What follows belongs to an exercise in optimizing a design on an open flow for small area, a short achievable clock period and few clock cycles per item; a production flow would make more cautious choices.
The RTL was checked by simulation tests, not by an equivalence proof against the original design.
No activity file was given, so power comes from the tool's default toggle rates.

## flow/design.v (module list and top-level ports; edited modules follow where they fit)
// module barrier_basket_payoff: 1700 lines
module barrier_basket_payoff (
  input  wire          clk_i,
  input  wire          rst_ni,
  input  wire          cfg_we_i,
  input  wire  [1:0]   cfg_idx_i,
  input  wire  [15:0]  cfg_data_i,
  input  wire          s_axis_tvalid,
  output logic         s_axis_tready,
  input  wire  [127:0] s_axis_tdata,
  input  wire          s_axis_tuser,
  input  wire          s_axis_tlast,
  output logic         m_axis_tvalid,
  input  wire          m_axis_tready,
  output logic [31:0]  m_axis_tdata,
  output logic         m_axis_tuser
);
  // ...
==> flow/run.sh <==
#!/bin/bash
# synth_recipe.tcl (not shown) runs the flow's synth.tcl, then flattens the netlist and writes it again
# the make line also repeats each setting of config.mk as NAME=value (left out here)
make -C /OpenROAD-flow-scripts/flow DESIGN_CONFIG=/design/flow/config.mk WORK_HOME=/design/flow/orfs CLKGATE_MAP_FILE= SYNTH_SCRIPT=/design/flow/synth_recipe.tcl finish
==> flow/config.mk <==
export PLATFORM = sky130hd
export DESIGN_NAME = barrier_basket_payoff
export DESIGN_NICKNAME = barrier_basket_payoff
export VERILOG_FILES = /design/flow/design.v
export SDC_FILE = /design/flow/constraint.sdc
export NUM_CORES = 4
export LEC_CHECK = 0
export CAP_MARGIN = 20
export CORE_MARGIN = 2
export CORE_UTILIZATION = 40
export SLEW_MARGIN = 20
==> flow/constraint.sdc <==
create_clock -name core_clock -period 8.5 [get_ports {clk_i}]
set_input_delay 1.7000 -clock core_clock [delete_from_list [all_inputs] [get_ports {clk_i}]]
set_output_delay 1.7000 -clock core_clock [all_outputs]
set_load 0.01 [all_outputs]
==> impl_metrics.py, run 1 <==
metrics = {
    "finish": {
        "largest_reg_flops": 1280,
        "drive_above_1_share_pct": 8.86,
        "clock_area_share_pct": 8.10,
        "fillers": 14453,
        "inv_count": 274,
    },
    "drt": {
        "antenna_left": 1,
        "drt_first_pass_iters": 6,
        "via_per_inst": 5.47,
    },
    "synthesis": {
        "ys_seq_area_share_pct": 58.0,
        "synth_compound_area_share_pct": 14.9,
        "ys_top_cells_by_count": "dfxtp_1, a22oi_1, inv_1, clkbuf_1, fa_1",
    },
    "global_route": {
        "grtUsageMet2_pct": 34.8,
        "gr-total-overflow": 0,
    },
    "critical_path": {
        "critPathTopFamily": "compound AO/OA/AOI/OAI gates",
        "r2r_slack_ns": 4.27,
        "critical_path_buf_inv_count": 1,
    },
    "status": {
        "check.faults": "antenna rules",
        "status": "complete, but fails checks",
    },
    "pwr": {
        "peakVddDrop_v": 0.000221,
        "intPower_mw": 15.6,
    },
    "clocking": {
        "path_clk_slew_ns": 0.06,
        "cts_resized": 0,
        "holdBufCountCts": 0,
    },
    "sta": {
        "final-max-slew-violation-count": 0,
    },
    "floorplan": {
        "fp-row-count": 147,
    },
    "placed_design": {
        "place_ws_ns": 4.13,
    },
}
Testbench counts, summed over its fixed seeds: cycles 15,480, items 320.
==> run 2: changes to the inputs <==
==> flow/flow/run.sh (new file) <==
#!/bin/bash
set -euo pipefail
bash standard.sh SETUP_SLACK_MARGIN=5.6 finish > std_flow.log 2>&1
==> flow/standard.sh (new file) <==
#!/bin/bash
# synth_recipe.tcl (not shown) runs the flow's synth.tcl, then flattens the netlist and writes it again
# the make line also repeats each setting of config.mk as NAME=value (left out here)
make -C /OpenROAD-flow-scripts/flow DESIGN_CONFIG=/design/flow/config.mk WORK_HOME=/design/flow/orfs CLKGATE_MAP_FILE= SYNTH_SCRIPT=/design/flow/synth_recipe.tcl "${@:-finish}"
--- a/flow/config.mk
+++ b/flow/config.mk
@@ -7,5 +7,8 @@
 export LEC_CHECK = 0
+export ABC_CLOCK_PERIOD_IN_PS = 2800
 export CAP_MARGIN = 20
 export CORE_MARGIN = 2
-export CORE_UTILIZATION = 40
+export CORE_UTILIZATION = 55
+export SETUP_SLACK_MARGIN = 5
 export SLEW_MARGIN = 20
+export TNS_END_PERCENT = 100
removed: flow/run.sh
==> impl_metrics.py, run 2 <==
metrics = {
    "placed_design": {
        "place_congestion": 0.895,
        "place.port_buffers": 185,
        "place_ws_ns": 4.02,
        "dpl.hpwl_mm": 111,
    },
    "floorplan": {
        "core_um2": 118000,
        "die_w_um": 347,
        "fp-row-count": 126,
        "die_area_um2": 121000,
        "die_h_um": 347,
        "start_util_pct": 55.2,
        "io_pins": 188,
    },
    "pwr": {
        "p_leak_nw": 31.9,
        "p_clk_share_pct": 35.4,
        "p_switching_mw": 6.15,
        "swShare_pct": 27.6,
        "p_total_mw": 22.3,
        "power_density_nw_per_um2": 275,
        "comb_power_share_pct": 16.4,
        "seqPwrFrac_pct": 48.2,
        "intPower_mw": 16.1,
        "peakVddDrop_v": 0.000229,
    },
    "synthesis": {
        "ys_seq_area_share_pct": 58.0,
        "yosysTopAreaCellShare_pct": 45.1,
        "ys_warn_count": 1,
        "synthesis.nets": 5923,
        "avgSynthCellArea_um2": 12.2,
        "synthesis.area_um2": 64900,
        "ys_async_sr_fraction_pct": 7.77,
        "synth_cells": 5327,
        "synth_edf_count": 166,
        "ys_top_cells_by_count": "dfxtp_1, a22oi_1, inv_1, clkbuf_1, fa_1",
        "ys.flop_type": "dfxtp_1",
        "ys_ff_latch": 1764,
        "synth_cell_types": 81,
        "synth.area.top_cells": "dfxtp_1, a22oi_1, edfxtp_1, fa_1, dfrtp_1",
        "yosysMostFrequentCell": "dfxtp_1",
        "netlist.top_cell.by_area": "dfxtp_1",
    },
    "hold_path": {
        "holdPathEnd": "ring_q[41]",
        "min_from": "ring_q[121]",
        "hold_depth": 0,
        "hold_path.class": "reg2reg",
    },
    "finish": {
        "drive_above_1_share_pct": 23.9,
        "reg_top3": "ring_q: 1280 flops, pd_q: 80 flops, acc_q: 64 flops",
        "final_cell_mix": "dfxtp_1, a22oi_1, inv_1",
        "largest_reg_flops": 1280,
        "nNetsFinal": 6256,
        "synthToLayoutAreaGrowth_pct": 24.8,
        "final_common_cell": "dfxtp_1",
        "fillers": 8520,
        "top_register": "ring_q",
    },
    "critical_path": {
        "cp.required_ns": 9.15,
        "slowest_delay_ns": 0.49,
        "critical_path_buf_inv_count": 1,
        "critPathLaunchType": "flip-flop",
        "r2r-start": "acc_q[17]",
        "critPathTopFamily": "simple AND/OR/NAND/NOR gates",
        "cpMaxStageDelayCell": "fa_1",
        "reg2reg_depth": 12,
        "cp.arrival_ns": 4.07,
        "path_cells": "fa_1, ha_4, and4_1, nand3_1, nor2_2, o211ai_1, buf_4, a2111oi_4, nand2b_4, a221oi_2, xnor2_2, nor2b_1",
        "critPathMaxFanout": 6,
        "r2r_slack_ns": 5.08,
        "worstSetupEndpointType": "flip-flop",
        "critical_path_class": "reg2reg",
        "worstReg2RegEnd": "acc_q[63]",
    },
    "global_route": {
        "antenna_found_initial": 9,
        "grt_pass1_vias": 44275,
        "gr-total-overflow": 0,
        "grt_pass1_wl_mm": 279,
        "track_usage_pct": 30.7,
        "grt_max_degree": 81,
    },
    "clocking": {
        "cts_tree": "built",
        "root_buffer": "clkbuf_16",
        "path_clk_slew_ns": 0.06,
        "clock-sinks": 1764,
        "numCtsBuffers": 172,
        "holdBufCountCts": 0,
        "htree_num_levels": 4,
        "clockBufferDepth": 3,
        "clkLatencyLatePin_ns": 0.81,
    },
    "sta": {
        "final-max-slew-violation-count": 0,
        "tns_ns": 0,
        "max_freq_ghz": 0.293,
        "finalCritPeriodShare_pct": 40.2,
        "skew_ns": 0.0766,
        "relSlewSlack_pct": 27.1,
        "setup_violations": 0,
        "period_minus_slack_ns": 3.42,
        "rsz0062_at_grt": "true",
        "fin_ws_ns": 5.08,
        "hold_viol_final": 0,
        "worst_slew_pin_slew_ns": 1.09,
    },
    "drt": {
        "antenna_left": 0,
        "wl_per_cell_um": 27.1,
        "drt_first_pass_iters": 8,
        "dr_total_vias": 44181,
        "drt_iter0_markers": 3952,
        "wl_mm": 199,
        "via_per_inst": 6.02,
        "drc": 0,
    },
    "run": {
        "cap_violations": 0,
    },
    "status": {
        "status": "finished clean",
    },
}
## run 2: power by group through the flow
stage                     registers, mW  logic (mW)  clock network, mW
final                              10.7        3.66               7.88
after global placement             10.8        2.83                  0
after global routing               10.9        3.94               8.31
after detailed placement           10.9        2.85                  0
after CTS                          10.7        3.20               7.97
after floorplan                    10.5        2.08                  0
## run 2: repair_timing
item / in CTS / in global routing
hold endpoints to repair: 0 / 0
pin swaps: 243 / 189
endpoints found under the setup margin: 325 / 249
setup buffers: 117 / 104
cloned: 18 / 23
gates resized for setup: 674 / 314
## run 2: metrics by stage
| stage | hold WS [ns] | std cells | area [um2] | utilization (%) |
|---|---|---|---|---|
| CTS | 0.294 | 7215 | 78200 | 66.5 |
| global route | 0.305 | 7343 | 81000 | 68.9 |
| detailed placement | 0.336 | 6760 | 68800 | 58.5 |
| finish | 0.289 | 7345 | 81000 | 68.9 |
| floorplan | 0.331 | 5327 | 67100 | - |
| global placement | 0.332 | 6760 | 68800 | 58.5 |
## run 2: cells by family (layout without fill, tap and decap cells)
group	Yosys count	after routing	synth area share [%]
AND/OR/NAND/NOR	737	739	5.64
multiplexers	91	91	1.57
buffers and inverters	620	1097	3.67
flip-flops	1764	1764	58.0
adder cells (fa/ha/maj)	443	443	11.2
XOR/XNOR	363	363	4.90
AO/OA/AOI/OAI	1309	1309	14.9
other	0	3	0
## run 2: metal layers
metal  routed length, um  track usage [%]  vias to the layer above
li1                    -                -                    19689
met1               82700             40.0                    22200
met2               93200             51.0                     1834
met3               14100             5.19                      452
met4                9280             12.1                        6
met5                  49                0                        -
## run 2: final cells by class
class                           instances  area, um2  area share [%]
Timing Repair Buffer                  503       6020            7.43
Multi-Input combinational cell       2945      28200            34.8
Antenna cell                            3       7.51         0.00927
Sequential cell                      1764      37800            46.7
Clock inverter                         72        928            1.15
Inverter                              274       1060            1.30
Tap cell                             1536       1920            2.37
Clock buffer                          248       5010            6.19
## run 2: worst max-delay path by stage
stage               slack (ns)          from  cells after the start        end
detailed placement        4.02  s_axis_tuser                      5   pd_q[31]
floorplan                 4.51  s_axis_tuser                      7   tready_q
global route              4.96     acc_q[40]                     11  acc_q[63]
finish                    5.08     acc_q[17]                     12  acc_q[63]
CTS                       5.00  r0_sel_q[11]                     15   r1_brk_q
global placement          4.04  s_axis_tuser                      5   pd_q[31]
## run 2: worst reg2reg max path, stage by stage (launching register included)
cell	delay, ns
dfrtp_1	0.38
fa_1	0.49
ha_4	0.38
and4_1	0.29
nand3_1	0.25
nor2_2	0.27
o211ai_1	0.13
buf_4	0.18
a2111oi_4	0.29
nand2b_4	0.21
a221oi_2	0.08
xnor2_2	0.17
nor2b_1	0.15
==> run 3: changes to the inputs <==
==> flow/run.sh (new file) <==
#!/bin/bash
# synth_recipe.tcl (not shown) runs the flow's synth.tcl, then flattens the netlist and writes it again
# the make line also repeats each setting of config.mk as NAME=value (left out here)
make -C /OpenROAD-flow-scripts/flow DESIGN_CONFIG=/design/flow/config.mk WORK_HOME=/design/flow/orfs CLKGATE_MAP_FILE= SYNTH_SCRIPT=/design/flow/synth_recipe.tcl finish
removed: flow/flow/run.sh
removed: flow/standard.sh
==> impl_metrics.py, run 3 <==
metrics = {
    "status": {
        "status": "finished clean",
    },
    "synthesis": {
        "synth_fa_ha_area_share_pct": 11.2,
        "synth_compound_area_share_pct": 14.9,
        "synthesis.area_um2": 64900,
        "ys_seq_area_share_pct": 58.0,
        "synth_cell_types": 81,
        "ys.flop_type": "dfxtp_1",
        "synthesis.nets": 5923,
        "synth-simple-area-share_pct": 5.64,
        "ys_top_cells_by_count": "dfxtp_1, a22oi_1, inv_1, clkbuf_1, fa_1",
        "synth.area.top_cells": "dfxtp_1, a22oi_1, edfxtp_1, fa_1, dfrtp_1",
        "synth_top_family_by_area": "compound AO/OA/AOI/OAI gates",
        "synth-xor-area-share_pct": 4.90,
        "yosysTopAreaCellShare_pct": 45.1,
        "synth_cells": 5327,
        "ys_warn_count": 1,
        "avgSynthCellArea_um2": 12.2,
        "ys_ff_latch": 1764,
        "synth_edf_count": 166,
        "yosysMostFrequentCell": "dfxtp_1",
        "netlist.top_cell.by_area": "dfxtp_1",
        "ys_async_sr_fraction_pct": 7.77,
        "synthMuxAreaShare_pct": 1.57,
    },
    "finish": {
        "top_register": "ring_q",
        "instances_no_fill": 7142,
        "drive_above_1_share_pct": 11.3,
        "post-route-util_pct": 63.9,
        "reg_top3": "ring_q: 1280 flops, pd_q: 80 flops, acc_q: 64 flops",
        "synthToLayoutAreaGrowth_pct": 15.9,
        "final_common_cell": "dfxtp_1",
        "nNetsFinal": 6051,
        "final_cell_mix": "dfxtp_1, a22oi_1, inv_1",
        "final_area_um2": 75200,
        "largest_reg_flops": 1280,
    },
    "drt": {
        "wl_per_cell_um": 25.1,
        "wl_mm": 179,
        "via_per_inst": 5.91,
        "drt_iter0_markers": 3309,
        "drt_first_pass_iters": 8,
        "drc": 0,
        "antenna_left": 0,
        "dr_total_vias": 42200,
    },
    "placed_design": {
        "place_ws_ns": 3.96,
        "dpl.hpwl_mm": 109,
        "dp_cells": 6759,
        "placed_area_um2": 67900,
        "place.port_buffers": 185,
        "place_congestion": 0.906,
    },
    "floorplan": {
        "die_area_um2": 121000,
        "core_um2": 118000,
        "fp-row-count": 126,
        "io_pins": 188,
        "start_util_pct": 55.2,
        "die_w_um": 347,
        "die_h_um": 347,
    },
    "clocking": {
        "root_buffer": "clkbuf_16",
        "path_clk_slew_ns": 0.06,
        "clockBufferDepth": 3,
        "numCtsBuffers": 171,
        "holdBufCountCts": 0,
        "cts_tree": "built",
        "clkLatencyLatePin_ns": 0.79,
        "clock-sinks": 1764,
        "htree_num_levels": 4,
    },
    "sta": {
        "worst_slew_pin_slew_ns": 1.07,
        "relSlewSlack_pct": 28.6,
        "setup_violations": 0,
        "tns_ns": 0,
        "hold_slack_ns": 0.323,
        "hold_viol_final": 0,
        "period_minus_slack_ns": 3.39,
        "final-max-slew-violation-count": 0,
        "max_freq_ghz": 0.295,
        "finalCritPeriodShare_pct": 39.9,
        "rsz0062_at_grt": "true",
        "skew_ns": 0.0549,
        "fin_ws_ns": 5.11,
    },
    "critical_path": {
        "critPathMaxFanout": 32,
        "cp.required_ns": 9.11,
        "critical_path_class": "reg2reg",
        "cp.arrival_ns": 3.99,
        "worstSetupEndpointType": "flip-flop",
        "critPathLaunchType": "flip-flop",
        "r2r_slack_ns": 5.11,
    },
    "pwr": {
        "p_leak_nw": 29.9,
        "power_density_nw_per_um2": 283,
        "peakVddDrop_v": 0.000240,
        "p_total_mw": 21.2,
    },
    "global_route": {
        "track_usage_pct": 28.9,
        "grt_pass1_wl_mm": 266,
        "grt_pass1_vias": 42958,
        "antenna_found_initial": 5,
        "gr-total-overflow": 0,
        "grt_max_degree": 81,
    },
    "hold_path": {
        "hold_path.class": "reg2reg",
    },
    "run": {
        "cap_violations": 0,
    },
}
[run 3: cell counts after synthesis]
Identical to the previous run, type by type.
[run 3: kinds of logic after synthesis]
group / count (synthesis)
xor gates and xnor gates: 363
muxes: 91
buffers and inverters: 620
adders and majority gates: 443
DFF: 1764
AOI/OAI and AO/OA: 1309
and+or+nand+nor: 737
[run 3: cell type report]
class / count / area (um2)
antenna: 3 / 7.51
clock buffer: 257 / 4990
clock inverter: 64 / 718
fill: 9190 / 42400
inverter: 274 / 1040
multi-input combinational: 2944 / 25400
sequential: 1764 / 37800
tap: 1536 / 1920
timing repair buffer: 300 / 3330
[run 3: layer usage]
| layer | vias to the layer above | share of wire [%] | routed length, um | GRT usage, % |
|---|---|---|---|---|
| met4 | 4 | 3.5 | 6330 | 10.2 |
| met1 | 21040 | 44 | 78500 | 39.1 |
| met2 | 1553 | 46 | 83100 | 47.3 |
| met5 | - | 0.016 | 28 | 0 |
| li1 | 19280 | - | - | - |
| met3 | 323 | 6.3 | 11300 | 4.71 |
[run 3: worst paths after layout]
| kind | from | to | depth (start not counted) |
|---|---|---|---|
| worst max-delay path | btwo[5] | r2_s_q[14] | 10 |
| worst min-delay path | ring_q[576] | ring_q[496] | 0 |
| worst max register to register | btwo[5] | r2_s_q[14] | 10 |
| worst min register to register | ring_q[576] | ring_q[496] | 0 |
| max in group asynchronous | rst_ni | bneg[3] | 2 |
| min in group asynchronous | rst_ni | em1_q[6] | 1 |
[run 3: power by group]
group	switching (mW)	total, mW	internal, mW	leakage, nW
clock	3.24	7.58	4.34	2.80
sequential	0.809	10.7	9.90	15.3
combinational	1.68	2.95	1.28	11.8
[run 3: timing repair]
| action | 4_1_cts | 5_1_grt |
|---|---|---|
| pin swaps | 6 | 20 |
| endpoints found under the setup margin | 178 | 131 |
| resized for setup | 106 | 113 |
| setup buffers | 21 | 30 |
| cloned | 2 | 5 |
| hold endpoints to repair | 0 | 0 |
[run 3: critical path: stages, from the launching register on]
cell     delay (ns)
dfrtp_1        0.34
buf_6          0.30
a22oi_1        0.16
xor2_1         0.18
fa_1           0.55
inv_1          0.06
fa_1           0.50
inv_1          0.05
fa_1           0.47
inv_1          0.05
fa_1           0.51

-- what the ideal ports hide --
The results above use ideal ports. As a check the final layouts listed here were re-extracted and re-timed, cells and wires unchanged. Step 1 (the two cells are an assumption about what drives the block):
set clk [get_ports {clk_i}]
set_driving_cell -lib_cell sky130_fd_sc_hd__clkbuf_16 $clk
set_driving_cell -lib_cell sky130_fd_sc_hd__buf_2 [delete_from_list [all_inputs] $clk]
Step 2 adds t to the input delays and takes it off the output delays; t is the mean of the earliest and latest rising clock arrival at the registers after step 1. Input paths then give back, and output paths get back, about the clock's delay inside the block. Three values: ideal, step 1, step 2; two values: the first two.
| run | t (ns) | slack for setup (ns) | hold WS [ns] | worst setup path after step 2 | pins driven straight from the clock port |
|---|---|---|---|---|---|
| run 1 | 0.861 | 4.273 / 4.273 / 4.184 | 0.301 / 0.301 / 0.301 | input to register | 1 |
| run 2 | 0.845 | 5.082 / 5.082 / 4.766 | 0.289 / 0.289 / 0.289 | input to register | 1 |
| run 3 | 0.847 | 5.110 / 5.034 / 4.374 | 0.323 / 0.323 / 0.323 | input to register | 1 |
For run 3, which loses most, drivers alone change the setup slack by -0.076 ns; drivers and shift together by -0.736 ns.
